What follows belongs to an exercise in optimizing a design on an open flow for a short achievable clock period; a production flow would make more cautious choices. No activity file was given, so power comes from the tool's default toggle rates.

==> flow/design.v <==
module video_box_overlay #(
  parameter int N_BOX   = 8,
  parameter int W_PIX   = 24,
  parameter int W_COORD = 12,
  parameter int W_THK   = 4,
  localparam int W_IDX  = (N_BOX > 1) ? $clog2(N_BOX) : 1
) (
  input  logic               clk,
  input  logic               rstn,
  input  logic               vsync,
  input  logic               hsync,
  input  logic               de,
  input  logic [W_PIX-1:0]   data,
  input  logic               cfg_we,
  input  logic [W_IDX-1:0]   cfg_idx,
  input  logic               cfg_en,
  input  logic               cfg_blend,
  input  logic [W_COORD-1:0] cfg_x,
  input  logic [W_COORD-1:0] cfg_y,
  input  logic [W_COORD-1:0] cfg_w,
  input  logic [W_COORD-1:0] cfg_h,
  input  logic [W_THK-1:0]   cfg_thick,
  input  logic [W_PIX-1:0]   cfg_color,
  output logic               vsync_o,
  output logic               hsync_o,
  output logic               de_o,
  output logic [W_PIX-1:0]   data_o,
  output logic               cfg_commit
);
  localparam int CW     = W_COORD + 1;
  localparam int N_LANE = W_PIX / 8;
  localparam logic [W_COORD-1:0] COORD_MAX = {W_COORD{1'b1}};
  logic               vsync_prev_r, de_prev_r;
  logic               vsync_rise_s, de_fall_s;
  assign vsync_rise_s = vsync & ~vsync_prev_r;
  assign de_fall_s    = ~de & de_prev_r;
  always_ff @(posedge clk or negedge rstn) begin
    if (!rstn) begin
      vsync_prev_r <= 1'b0;
      de_prev_r    <= 1'b0;
      cfg_commit   <= 1'b0;
    end else begin
      vsync_prev_r <= vsync;
      de_prev_r    <= de;
      cfg_commit   <= vsync_rise_s;
    end
  end
  logic [W_COORD-1:0] x_cnt_r [N_BOX];
  logic [W_COORD-1:0] y_cnt_r [N_BOX];
  always_ff @(posedge clk or negedge rstn) begin
    if (!rstn) begin
      for (int i = 0; i < N_BOX; i++) begin
        x_cnt_r[i] <= {W_COORD{1'b0}};
        y_cnt_r[i] <= {W_COORD{1'b0}};
      end
    end else begin
      for (int i = 0; i < N_BOX; i++) begin
        if (de_fall_s)
          x_cnt_r[i] <= {W_COORD{1'b0}};
        else if (de && (x_cnt_r[i] != COORD_MAX))
          x_cnt_r[i] <= x_cnt_r[i] + {{(W_COORD-1){1'b0}}, 1'b1};
        if (vsync_rise_s)
          y_cnt_r[i] <= {W_COORD{1'b0}};
        else if (de_fall_s && (y_cnt_r[i] != COORD_MAX))
          y_cnt_r[i] <= y_cnt_r[i] + {{(W_COORD-1){1'b0}}, 1'b1};
      end
    end
  end
  logic [CW-1:0] cfg_x1_s, cfg_y1_s, cfg_te_s, cfg_t2_s;
  logic          cfg_iok_s;
  assign cfg_te_s  = {{(CW-W_THK){1'b0}}, cfg_thick};
  assign cfg_t2_s  = {cfg_te_s[CW-2:0], 1'b0};
  assign cfg_iok_s = (cfg_thick != {W_THK{1'b0}}) && (cfg_t2_s < {1'b0, cfg_w}) &&
                     (cfg_t2_s < {1'b0, cfg_h});
  assign cfg_x1_s  = {1'b0, cfg_x} + {1'b0, cfg_w};
  assign cfg_y1_s  = {1'b0, cfg_y} + {1'b0, cfg_h};
  logic               pend_en_r    [N_BOX];
  logic               pend_blend_r [N_BOX];
  logic               pend_iok_r   [N_BOX];
  logic [W_COORD-1:0] pend_x0_r    [N_BOX];
  logic [W_COORD-1:0] pend_y0_r    [N_BOX];
  logic [CW-1:0]      pend_x1_r    [N_BOX];
  logic [CW-1:0]      pend_y1_r    [N_BOX];
  logic [W_THK-1:0]   pend_t_r     [N_BOX];
  logic [W_PIX-1:0]   pend_color_r [N_BOX];
  logic               act_en_r     [N_BOX];
  logic               act_iok_r    [N_BOX];
  logic               act_blend_r  [N_BOX];
  logic [W_COORD-1:0] act_x0_r     [N_BOX];
  logic [W_COORD-1:0] act_y0_r     [N_BOX];
  logic [CW-1:0]      act_x1_r     [N_BOX];
  logic [CW-1:0]      act_y1_r     [N_BOX];
  logic [CW-1:0]      act_xi0_r    [N_BOX];
  logic [CW-1:0]      act_yi0_r    [N_BOX];
  logic [CW-1:0]      act_xi1_r    [N_BOX];
  logic [CW-1:0]      act_yi1_r    [N_BOX];
  logic [W_PIX-1:0]   act_color_r  [N_BOX];
  always_ff @(posedge clk or negedge rstn) begin
    if (!rstn) begin
      for (int i = 0; i < N_BOX; i++) begin
        pend_en_r[i] <= 1'b0;
        act_en_r[i]  <= 1'b0;
      end
    end else begin
      for (int i = 0; i < N_BOX; i++) begin
        if (cfg_we && (32'(cfg_idx) == i))
          pend_en_r[i] <= cfg_en;
        if (vsync_rise_s)
          act_en_r[i]  <= pend_en_r[i];
      end
    end
  end
  always_ff @(posedge clk) begin
    for (int i = 0; i < N_BOX; i++) begin
      if (cfg_we && (32'(cfg_idx) == i)) begin
        pend_blend_r[i] <= cfg_blend;
        pend_iok_r[i]   <= cfg_iok_s;
        pend_x0_r[i]    <= cfg_x;
        pend_y0_r[i]    <= cfg_y;
        pend_x1_r[i]    <= cfg_x1_s;
        pend_y1_r[i]    <= cfg_y1_s;
        pend_t_r[i]     <= cfg_thick;
        pend_color_r[i] <= cfg_color;
      end
      if (vsync_rise_s) begin
        act_iok_r[i]   <= pend_iok_r[i];
        act_blend_r[i] <= pend_blend_r[i];
        act_x0_r[i]    <= pend_x0_r[i];
        act_y0_r[i]    <= pend_y0_r[i];
        act_x1_r[i]    <= pend_x1_r[i];
        act_y1_r[i]    <= pend_y1_r[i];
        act_xi0_r[i]   <= {1'b0, pend_x0_r[i]} + {{(CW-W_THK){1'b0}}, pend_t_r[i]};
        act_yi0_r[i]   <= {1'b0, pend_y0_r[i]} + {{(CW-W_THK){1'b0}}, pend_t_r[i]};
        act_xi1_r[i]   <= pend_x1_r[i] - {{(CW-W_THK){1'b0}}, pend_t_r[i]};
        act_yi1_r[i]   <= pend_y1_r[i] - {{(CW-W_THK){1'b0}}, pend_t_r[i]};
        act_color_r[i] <= pend_color_r[i];
      end
    end
  end
  logic [N_BOX-1:0] ox_s, ix_s, oy_s, iy_s;
  always_comb begin
    for (int i = 0; i < N_BOX; i++) begin
      ox_s[i] = act_en_r[i] && (x_cnt_r[i] >= act_x0_r[i]) && ({1'b0, x_cnt_r[i]} < act_x1_r[i]);
      ix_s[i] = act_iok_r[i] && ({1'b0, x_cnt_r[i]} >= act_xi0_r[i]) &&
                ({1'b0, x_cnt_r[i]} < act_xi1_r[i]);
      oy_s[i] = (y_cnt_r[i] >= act_y0_r[i]) && ({1'b0, y_cnt_r[i]} < act_y1_r[i]);
      iy_s[i] = ({1'b0, y_cnt_r[i]} >= act_yi0_r[i]) && ({1'b0, y_cnt_r[i]} < act_yi1_r[i]);
    end
  end
  logic               s1_vs_r, s1_hs_r, s1_de_r;
  logic [W_PIX-1:0]   s1_data_r;
  logic [N_BOX-1:0]   s1_ox_r, s1_ix_r, s1_oy_r, s1_iy_r;
  logic               s2_vs_r, s2_hs_r, s2_de_r, s2_hit_r, s2_rep_r;
  logic [W_PIX-1:0]   s2_data_r;
  logic [N_BOX-1:0]   s2_sel_r;
  logic               s3_vs_r, s3_hs_r, s3_de_r;
  logic [W_PIX-1:0]   s3_a_r, s3_b_r;
  logic [N_BOX-1:0] hit_s, sel_s;
  logic             hit_any_s, rep_s;
  assign hit_s = {N_BOX{s1_de_r}} & s1_ox_r & s1_oy_r & ~(s1_ix_r & s1_iy_r);
  always_comb begin
    logic blocked;
    blocked = 1'b0;
    for (int i = 0; i < N_BOX; i++) begin
      sel_s[i] = hit_s[i] & ~blocked;
      blocked  = blocked | hit_s[i];
    end
    hit_any_s = blocked;
    rep_s     = 1'b0;
    for (int i = 0; i < N_BOX; i++)
      rep_s = rep_s | (sel_s[i] & ~act_blend_r[i]);
  end
  logic [W_PIX-1:0] sel_color_s, a_s, b_s;
  always_comb begin
    sel_color_s = {W_PIX{1'b0}};
    for (int i = 0; i < N_BOX; i++)
      sel_color_s = sel_color_s | ({W_PIX{s2_sel_r[i]}} & act_color_r[i]);
    a_s = s2_rep_r ? sel_color_s : s2_data_r;
    b_s = s2_hit_r ? sel_color_s : s2_data_r;
  end
  logic [W_PIX-1:0] mix_s;
  always_comb begin
    for (int l = 0; l < N_LANE; l++)
      mix_s[l*8 +: 8] = 8'(({1'b0, s3_a_r[l*8 +: 8]} + {1'b0, s3_b_r[l*8 +: 8]}) >> 1);
  end
  always_ff @(posedge clk) begin
    s1_ox_r  <= ox_s;
    s1_ix_r  <= ix_s;
    s1_oy_r  <= oy_s;
    s1_iy_r  <= iy_s;
    s2_sel_r <= sel_s;
  end
  always_ff @(posedge clk or negedge rstn) begin
    if (!rstn) begin
      s1_vs_r    <= 1'b0;
      s1_hs_r    <= 1'b0;
      s1_de_r    <= 1'b0;
      s1_data_r  <= {W_PIX{1'b0}};
      s2_vs_r    <= 1'b0;
      s2_hs_r    <= 1'b0;
      s2_de_r    <= 1'b0;
      s2_hit_r   <= 1'b0;
      s2_rep_r   <= 1'b0;
      s2_data_r  <= {W_PIX{1'b0}};
      s3_vs_r    <= 1'b0;
      s3_hs_r    <= 1'b0;
      s3_de_r    <= 1'b0;
      s3_a_r     <= {W_PIX{1'b0}};
      s3_b_r     <= {W_PIX{1'b0}};
      vsync_o    <= 1'b0;
      hsync_o    <= 1'b0;
      de_o       <= 1'b0;
      data_o     <= {W_PIX{1'b0}};
    end else begin
      s1_vs_r    <= vsync;
      s1_hs_r    <= hsync;
      s1_de_r    <= de;
      s1_data_r  <= data;
      s2_vs_r    <= s1_vs_r;
      s2_hs_r    <= s1_hs_r;
      s2_de_r    <= s1_de_r;
      s2_hit_r   <= hit_any_s;
      s2_rep_r   <= rep_s;
      s2_data_r  <= s1_data_r;
      s3_vs_r    <= s2_vs_r;
      s3_hs_r    <= s2_hs_r;
      s3_de_r    <= s2_de_r;
      s3_a_r     <= a_s;
      s3_b_r     <= b_s;
      vsync_o    <= s3_vs_r;
      hsync_o    <= s3_hs_r;
      de_o       <= s3_de_r;
      data_o     <= mix_s;
    end
  end
endmodule
Settings: LEC_CHECK=0, ABC_CLOCK_PERIOD_IN_PS=1500, CAP_MARGIN=20, CORE_MARGIN=2, CORE_UTILIZATION=65, CTS_CLUSTER_DIAMETER=80, CTS_CLUSTER_SIZE=25, SETUP_SLACK_MARGIN=3.3, SLEW_MARGIN=20, SYNTH_HIERARCHICAL=0; clock period 5.3 ns.
run.sh (not shown) runs the stock make flow with config.mk's settings and CLKGATE_MAP_FILE= SYNTH_SCRIPT=/design/flow/synth_recipe.tcl, a recipe that flattens the netlist after the stock synthesis.
The baseline produced a clean layout.
Then changed:
--- a/flow/design.v
+++ b/flow/design.v
@@ -67,12 +67,12 @@
     end
   end
-  logic [CW-1:0] cfg_x1_s, cfg_y1_s, cfg_te_s, cfg_t2_s;
-  logic          cfg_iok_s;
-  assign cfg_te_s  = {{(CW-W_THK){1'b0}}, cfg_thick};
-  assign cfg_t2_s  = {cfg_te_s[CW-2:0], 1'b0};
+  logic [CW-1:0]      cfg_t2_s;
+  logic               cfg_iok_s;
+  logic [W_COORD-1:0] cfg_wt_s, cfg_ht_s;
+  assign cfg_t2_s  = {{(CW-W_THK-1){1'b0}}, cfg_thick, 1'b0};
   assign cfg_iok_s = (cfg_thick != {W_THK{1'b0}}) && (cfg_t2_s < {1'b0, cfg_w}) &&
                      (cfg_t2_s < {1'b0, cfg_h});
-  assign cfg_x1_s  = {1'b0, cfg_x} + {1'b0, cfg_w};
-  assign cfg_y1_s  = {1'b0, cfg_y} + {1'b0, cfg_h};
+  assign cfg_wt_s  = cfg_w - {{(W_COORD-W_THK){1'b0}}, cfg_thick};
+  assign cfg_ht_s  = cfg_h - {{(W_COORD-W_THK){1'b0}}, cfg_thick};
   logic               pend_en_r    [N_BOX];
   logic               pend_blend_r [N_BOX];
@@ -80,6 +80,8 @@
   logic [W_COORD-1:0] pend_x0_r    [N_BOX];
   logic [W_COORD-1:0] pend_y0_r    [N_BOX];
-  logic [CW-1:0]      pend_x1_r    [N_BOX];
-  logic [CW-1:0]      pend_y1_r    [N_BOX];
+  logic [W_COORD-1:0] pend_w_r     [N_BOX];
+  logic [W_COORD-1:0] pend_h_r     [N_BOX];
+  logic [W_COORD-1:0] pend_wt_r    [N_BOX];
+  logic [W_COORD-1:0] pend_ht_r    [N_BOX];
   logic [W_THK-1:0]   pend_t_r     [N_BOX];
   logic [W_PIX-1:0]   pend_color_r [N_BOX];
@@ -118,6 +120,8 @@
         pend_x0_r[i]    <= cfg_x;
         pend_y0_r[i]    <= cfg_y;
-        pend_x1_r[i]    <= cfg_x1_s;
-        pend_y1_r[i]    <= cfg_y1_s;
+        pend_w_r[i]     <= cfg_w;
+        pend_h_r[i]     <= cfg_h;
+        pend_wt_r[i]    <= cfg_wt_s;
+        pend_ht_r[i]    <= cfg_ht_s;
         pend_t_r[i]     <= cfg_thick;
         pend_color_r[i] <= cfg_color;
@@ -128,10 +132,10 @@
         act_x0_r[i]    <= pend_x0_r[i];
         act_y0_r[i]    <= pend_y0_r[i];
-        act_x1_r[i]    <= pend_x1_r[i];
-        act_y1_r[i]    <= pend_y1_r[i];
+        act_x1_r[i]    <= {1'b0, pend_x0_r[i]} + {1'b0, pend_w_r[i]};
+        act_y1_r[i]    <= {1'b0, pend_y0_r[i]} + {1'b0, pend_h_r[i]};
         act_xi0_r[i]   <= {1'b0, pend_x0_r[i]} + {{(CW-W_THK){1'b0}}, pend_t_r[i]};
         act_yi0_r[i]   <= {1'b0, pend_y0_r[i]} + {{(CW-W_THK){1'b0}}, pend_t_r[i]};
-        act_xi1_r[i]   <= pend_x1_r[i] - {{(CW-W_THK){1'b0}}, pend_t_r[i]};
-        act_yi1_r[i]   <= pend_y1_r[i] - {{(CW-W_THK){1'b0}}, pend_t_r[i]};
+        act_xi1_r[i]   <= {1'b0, pend_x0_r[i]} + {1'b0, pend_wt_r[i]};
+        act_yi1_r[i]   <= {1'b0, pend_y0_r[i]} + {1'b0, pend_ht_r[i]};
         act_color_r[i] <= pend_color_r[i];
       end
=>
- sequential power rises by about 9%
- hold slack got worse by 190 ps
- global-route usage rises by 1.7 points
- utilization rises by 0.81 points
- sequential cell count rises by 176
- setup slack improved by 69 ps
- synthesized cell count rises by 20%
- first-iteration DRC count rises by 43%
No functional check of the RTL was part of any run of this note.

static timing again, ports no longer ideal:
In the flow no input, the clock included, has a driving cell. The finished layouts below were timed again as built, in two steps. Step 1 assumes that a clkbuf_16 drives the clock port and a buf_2 every other input. Step 2 times the ports against the registers' clock, not the clock port: input delays grow and output delays shrink by t, the midpoint of the rising clock arrivals with the driver on. Slacks: ideal / step 1 / step 2; pairs: ideal / step 1.
run | t (ns) | setup WS [ns] | worst setup path at the end | clock arrival spread, ns | worst register clock-pin slew, ns
the first run | 0.848 | 2.777 / 2.793 / 1.986 | input to register | 0.044 / 0.044 | 0.10 / 0.10
the second run | 0.912 | 2.846 / 2.784 / 2.287 | input to register | 0.059 / 0.059 | 0.11 / 0.11
After both steps setup and hold are still met in every run listed. For the first run, which loses most, drivers alone change the setup slack by +0.016 ns; drivers and shift together by -0.791 ns.
